Source: an optimization exercise on an open RTL-to-GDS flow (aim: small area and a short achievable clock period). Production flows keep margins and buffers that such runs may drop.
In this exercise RTL edits were held to simulation tests only and were not proved equivalent to the original.

==> 07-09: inputs <==
Design vga_box_compositor, start of the top module:
module vga_box_compositor #(
  parameter int COLOR_W  = 4,
  parameter int N_BOX    = 4,
  parameter int CW       = 10,
  parameter int H_ACTIVE = 640,
  parameter int H_FP     = 16,
  parameter int H_SYNC   = 96,
  parameter int H_BP     = 48,
  parameter int V_ACTIVE = 480,
  parameter int V_FP     = 10,
  parameter int V_SYNC   = 2,
  parameter int V_BP     = 33,
  localparam int IDX_W   = (N_BOX > 1) ? $clog2(N_BOX) : 1
) (
  input  logic                   clk,
  input  logic                   rst_n,
  input  logic                   pix_en,
  input  logic [3*COLOR_W-1:0]   bg_rgb,
  input  logic                   cfg_valid,
  output logic                   cfg_ready,
  input  logic [IDX_W-1:0]       cfg_idx,
  input  logic [CW-1:0]          cfg_x0,
  input  logic [CW-1:0]          cfg_y0,
  input  logic [CW-1:0]          cfg_x1,
  input  logic [CW-1:0]          cfg_y1,
  input  logic [3*COLOR_W-1:0]   cfg_rgb,
  input  logic [2:0]             cfg_alpha,
  input  logic                   cfg_en,
  output logic [COLOR_W-1:0]     vga_r,
  output logic [COLOR_W-1:0]     vga_g,
  output logic [COLOR_W-1:0]     vga_b,
  output logic                   vga_hs,
  output logic                   vga_vs,
  output logic                   frame_start
);
clock: 20.0 ns
lec_check: 0
cap_margin: 20
core_margin: 2
core_utilization: 40
cts_buf_list: sky130_fd_sc_hd__clkbuf_8
cts_cluster_diameter: 45
cts_cluster_size: 18
slew_margin: 20
standard.sh (not shown) runs the stock make flow with config.mk's settings and CLKGATE_MAP_FILE= SYNTH_SCRIPT=/design/flow/synth_recipe.tcl, a recipe that flattens the netlist after the stock synthesis.
==> flow/flow/run.sh <==
#!/bin/bash
export BUFFER_PORTS_ARGS="-buffer_cell sky130_fd_sc_hd__buf_1"
export SETUP_SLACK_MARGIN=11.7
export CTS_ARGS="-sink_clustering_enable -repair_clock_nets -dont_use_dummy_load -buf_list sky130_fd_sc_hd__clkbuf_8 -sink_clustering_size 18 -sink_clustering_max_diameter 45"
bash standard.sh > standard.log 2>&1
==> 12-06: changes against 07-09 <==
--- a/flow/design.v
+++ b/flow/design.v
@@ -34,19 +34,18 @@
   output logic                   frame_start
 );
   localparam int H_TOTAL = H_ACTIVE + H_FP + H_SYNC + H_BP;
   localparam int V_TOTAL = V_ACTIVE + V_FP + V_SYNC + V_BP;
   localparam int RGB_W   = 3 * COLOR_W;
-  localparam int YW      = $clog2(V_ACTIVE + 1);    
   logic [CW-1:0] h, v, h_next, v_next;
   logic          last_h, commit_pos, commit_pos_i, commit, cfg_we;
-  assign last_h     = ((h & CW'(H_TOTAL - 1)) == CW'(H_TOTAL - 1));
+  assign last_h     = (h == CW'(H_TOTAL - 1));
   assign cfg_ready  = !(pix_en && commit_pos);
   assign commit     = pix_en && commit_pos_i;
   assign cfg_we     = cfg_valid && !commit;
   assign h_next     = last_h ? '0 : h + 1'b1;
-  assign v_next     = ((v & CW'(V_TOTAL - 1)) == CW'(V_TOTAL - 1)) ? '0 : v + 1'b1;
+  assign v_next     = (v == CW'(V_TOTAL - 1)) ? '0 : v + 1'b1;
   always_ff @(posedge clk or negedge rst_n) begin
     if (!rst_n) begin
       h          <= '0;
       v          <= '0;
       commit_pos <= 1'b0;
@@ -61,34 +60,29 @@
     if (!rst_n)
       commit_pos_i <= 1'b0;
     else
       commit_pos_i <= (v == CW'(V_ACTIVE - 1)) && (pix_en ? (h == CW'(H_TOTAL - 2)) : last_h);
   end
-  logic [CW-1:0]    p_x0 [N_BOX], p_x1 [N_BOX];
-  logic [YW-1:0]    p_y0 [N_BOX], p_y1 [N_BOX];
+  logic [CW-1:0]    p_x0 [N_BOX], p_y0 [N_BOX], p_x1 [N_BOX], p_y1 [N_BOX];
   logic [RGB_W-1:0] p_rgb [N_BOX];
   logic [2:0]       p_sel [N_BOX];
-  logic [CW-1:0]    a_x0 [N_BOX], a_x1 [N_BOX];
-  logic [YW-1:0]    a_y0 [N_BOX], a_y1 [N_BOX];
+  logic [CW-1:0]    a_x0 [N_BOX], a_y0 [N_BOX], a_x1 [N_BOX], a_y1 [N_BOX];
   logic [RGB_W-1:0] a_rgb [N_BOX];
   logic [2:0]       a_sel [N_BOX];
   logic [2:0] w_sel;
   assign w_sel = {cfg_en && (cfg_alpha != 3'd0),
                   cfg_alpha[2] || (cfg_alpha[1] && !cfg_alpha[0]),
                   cfg_alpha[2] || (cfg_alpha[1] && cfg_alpha[0])};
-  logic [YW-1:0] w_y0, w_y1;
-  assign w_y0 = (cfg_y0 >= CW'(V_ACTIVE)) ? YW'(V_ACTIVE) : cfg_y0[YW-1:0];
-  assign w_y1 = (cfg_y1 >= CW'(V_ACTIVE)) ? YW'(V_ACTIVE) : cfg_y1[YW-1:0];
   for (genvar i = 0; i < N_BOX; i++) begin : g_bank
     logic we;
     assign we = cfg_we && (cfg_idx == IDX_W'(i));
     always_ff @(posedge clk) begin
       if (we) begin
         p_x0[i]  <= cfg_x0;
-        p_y0[i]  <= w_y0;
+        p_y0[i]  <= cfg_y0;
         p_x1[i]  <= cfg_x1;
-        p_y1[i]  <= w_y1;
+        p_y1[i]  <= cfg_y1;
         p_rgb[i] <= cfg_rgb;
       end
     end
     always_ff @(posedge clk or negedge rst_n) begin
       if (!rst_n)
@@ -120,31 +114,26 @@
         a_sel[i][1:0] <= p_sel[i][1:0];
     end
   end
   logic [N_BOX-1:0] yin;
   logic             y_slot;
-  logic [YW-1:0]    y0_s, y1_s;
+  logic [CW-1:0]    y0_s, y1_s;
   assign y_slot = (h[CW-1:2] == (CW-2)'((H_ACTIVE + 4) >> 2));
   assign y0_s   = a_y0[h[1:0]];
   assign y1_s   = a_y1[h[1:0]];
   always_ff @(posedge clk) begin
     for (int i = 0; i < N_BOX; i++)
       if (y_slot && h[1:0] == 2'(i))
-        yin[i] <= (CW'(y0_s) <= v_next) && (v_next < CW'(y1_s));
+        yin[i] <= (y0_s <= v_next) && (v_next < y1_s);
   end
-  logic [N_BOX-1:0] xge, xlt, hit;
-  logic             h_zero;
-  assign h_zero = (h == '0);
+  logic [N_BOX-1:0] xge, xlt, hit, hit_q;
   always_ff @(posedge clk) begin
-    if (pix_en) begin
-      xge[0] <= (h_next == a_x0[0]) || (xge[0] && !last_h);
-      xlt[0] <= (h_next != a_x1[0]) && (xlt[0] || last_h);
-      for (int i = 1; i < N_BOX; i++) begin
-        xge[i] <= (h == a_x0[i]) || (xge[i] && !h_zero);
-        xlt[i] <= (h != a_x1[i]) && (xlt[i] || h_zero);
+    if (pix_en)
+      for (int i = 0; i < N_BOX; i++) begin
+        xge[i] <= (h_next == a_x0[i]) || (xge[i] && !last_h);
+        xlt[i] <= (h_next != a_x1[i]) && (xlt[i] || last_h);
       end
-    end
   end
   assign hit = xge & xlt & yin;
   function automatic [COLOR_W-1:0] avg(input [COLOR_W-1:0] x, input [COLOR_W-1:0] y);
     reg [COLOR_W:0] k;
     integer b;
@@ -154,11 +143,11 @@
         k[b+1] = (x[b] & y[b]) | (k[b] & (x[b] ^ y[b]));
       avg = {k[COLOR_W], x[COLOR_W-1:1] ^ y[COLOR_W-1:1] ^ k[COLOR_W-1:1]};
     end
   endfunction
   function automatic [COLOR_W-1:0] mix(input [2:0] sel, input [COLOR_W-1:0] c, input [COLOR_W-1:0] p);
-    mix = avg(sel[1] ? c : (sel[2] ? avg(c, p) : p), sel[0] ? c : p);
+    mix = avg(avg(sel[2] ? c : p, sel[1] ? c : p), sel[0] ? c : p);
   endfunction
   logic [RGB_W-1:0] mid, mid_q, col_q, blend;
   always_comb begin
     logic [2:0] sel;
     sel = (hit[0] && a_sel[0][2]) ? a_sel[0] : 3'b000;
@@ -167,18 +156,19 @@
   end
   always_comb begin
     logic [2:0] sel;
     blend = mid_q;
     for (int i = 1; i < N_BOX; i++) begin
-      sel = (hit[i] && a_sel[i][2]) ? a_sel[i] : 3'b000;
+      sel = (hit_q[i] && a_sel[i][2]) ? a_sel[i] : 3'b000;
       for (int ch = 0; ch < 3; ch++)
         blend[ch*COLOR_W +: COLOR_W] = mix(sel, a_rgb[i][ch*COLOR_W +: COLOR_W], blend[ch*COLOR_W +: COLOR_W]);
     end
   end
   always_ff @(posedge clk) begin
     if (pix_en) begin
       mid_q <= mid;
+      hit_q <= hit;
       col_q <= blend;
     end
   end
   logic h_ge2, vis, tick_q;
   assign h_ge2 = (h >= CW'(2));
==> flow/flow/run.sh (replaced) <==
#!/bin/bash
export BUFFER_PORTS_ARGS="-buffer_cell sky130_fd_sc_hd__buf_2"
bash standard.sh > standard.log 2>&1
- CTS_BUF_LIST: sky130_fd_sc_hd__clkbuf_8 -> sky130_fd_sc_hd__clkbuf_4 sky130_fd_sc_hd__clkbuf_8
- CTS_CLUSTER_DIAMETER: 45 -> default
- CTS_CLUSTER_SIZE: 18 -> default
==> 08-26: changes against 07-09 <==
--- a/flow/design.v
+++ b/flow/design.v
@@ -37,16 +37,16 @@
   localparam int V_TOTAL = V_ACTIVE + V_FP + V_SYNC + V_BP;
   localparam int RGB_W   = 3 * COLOR_W;
   localparam int YW      = $clog2(V_ACTIVE + 1);    
   logic [CW-1:0] h, v, h_next, v_next;
   logic          last_h, commit_pos, commit_pos_i, commit, cfg_we;
-  assign last_h     = ((h & CW'(H_TOTAL - 1)) == CW'(H_TOTAL - 1));
+  assign last_h     = (h == CW'(H_TOTAL - 1));
   assign cfg_ready  = !(pix_en && commit_pos);
   assign commit     = pix_en && commit_pos_i;
   assign cfg_we     = cfg_valid && !commit;
   assign h_next     = last_h ? '0 : h + 1'b1;
-  assign v_next     = ((v & CW'(V_TOTAL - 1)) == CW'(V_TOTAL - 1)) ? '0 : v + 1'b1;
+  assign v_next     = (v == CW'(V_TOTAL - 1)) ? '0 : v + 1'b1;
   always_ff @(posedge clk or negedge rst_n) begin
     if (!rst_n) begin
       h          <= '0;
       v          <= '0;
       commit_pos <= 1'b0;
@@ -154,11 +154,11 @@
         k[b+1] = (x[b] & y[b]) | (k[b] & (x[b] ^ y[b]));
       avg = {k[COLOR_W], x[COLOR_W-1:1] ^ y[COLOR_W-1:1] ^ k[COLOR_W-1:1]};
     end
   endfunction
   function automatic [COLOR_W-1:0] mix(input [2:0] sel, input [COLOR_W-1:0] c, input [COLOR_W-1:0] p);
-    mix = avg(sel[1] ? c : (sel[2] ? avg(c, p) : p), sel[0] ? c : p);
+    mix = avg(avg(sel[2] ? c : p, sel[1] ? c : p), sel[0] ? c : p);
   endfunction
   logic [RGB_W-1:0] mid, mid_q, col_q, blend;
   always_comb begin
     logic [2:0] sel;
     sel = (hit[0] && a_sel[0][2]) ? a_sel[0] : 3'b000;
==> flow/flow/run.sh (replaced) <==
#!/bin/bash
export BUFFER_PORTS_ARGS="-buffer_cell sky130_fd_sc_hd__buf_1"
export SETUP_SLACK_MARGIN=11.78
bash standard.sh > standard.log 2>&1
- CORE_UTILIZATION: 40 -> 60
- CTS_BUF_LIST: sky130_fd_sc_hd__clkbuf_8 -> sky130_fd_sc_hd__clkbuf_16
- CTS_CLUSTER_DIAMETER: 45 -> 65
- CTS_CLUSTER_SIZE: 18 -> 35
==> 08-05: changes against 07-09 <==
- CORE_UTILIZATION: 40 -> 55
==> notes <==
Critical path depth is the same in 08-26 and 12-06. The lowest hold slack belongs to 07-09, the highest to 12-06. Routed wire length, lowest first: 08-26, 08-05, 07-09, 12-06. Via count: 08-26 is lower than 07-09 (about 3%).

## afterwards: timing with drivers on the ports
The results above use ideal ports. As a check the final layouts listed here were re-extracted and re-timed, cells and wires unchanged.
Step 1 assumes that a clkbuf_16 drives the clock port and a buf_2 every other input.
Step 2 also shifts input and output timing later by t, the mid clock arrival at the registers, as if the neighbouring blocks saw the same clock.
Slacks: ideal ports / drivers / drivers and shift; pairs: ideal ports / drivers.
run | t (ns) | setup slack, ns | worst setup path at the end
07-09 | 0.659 | 11.739 / 11.692 / 11.692 | input to output
12-06 | 0.682 | 11.423 / 11.397 / 11.397 | input to output
08-26 | 0.652 | 11.691 / 11.635 / 11.635 | input to output
08-05 | 0.664 | 11.731 / 11.682 / 11.682 | input to output
After both steps setup and hold are still met in every run listed. For 08-26, which loses most, drivers alone change the setup slack by -0.056 ns; drivers and shift together by -0.056 ns.
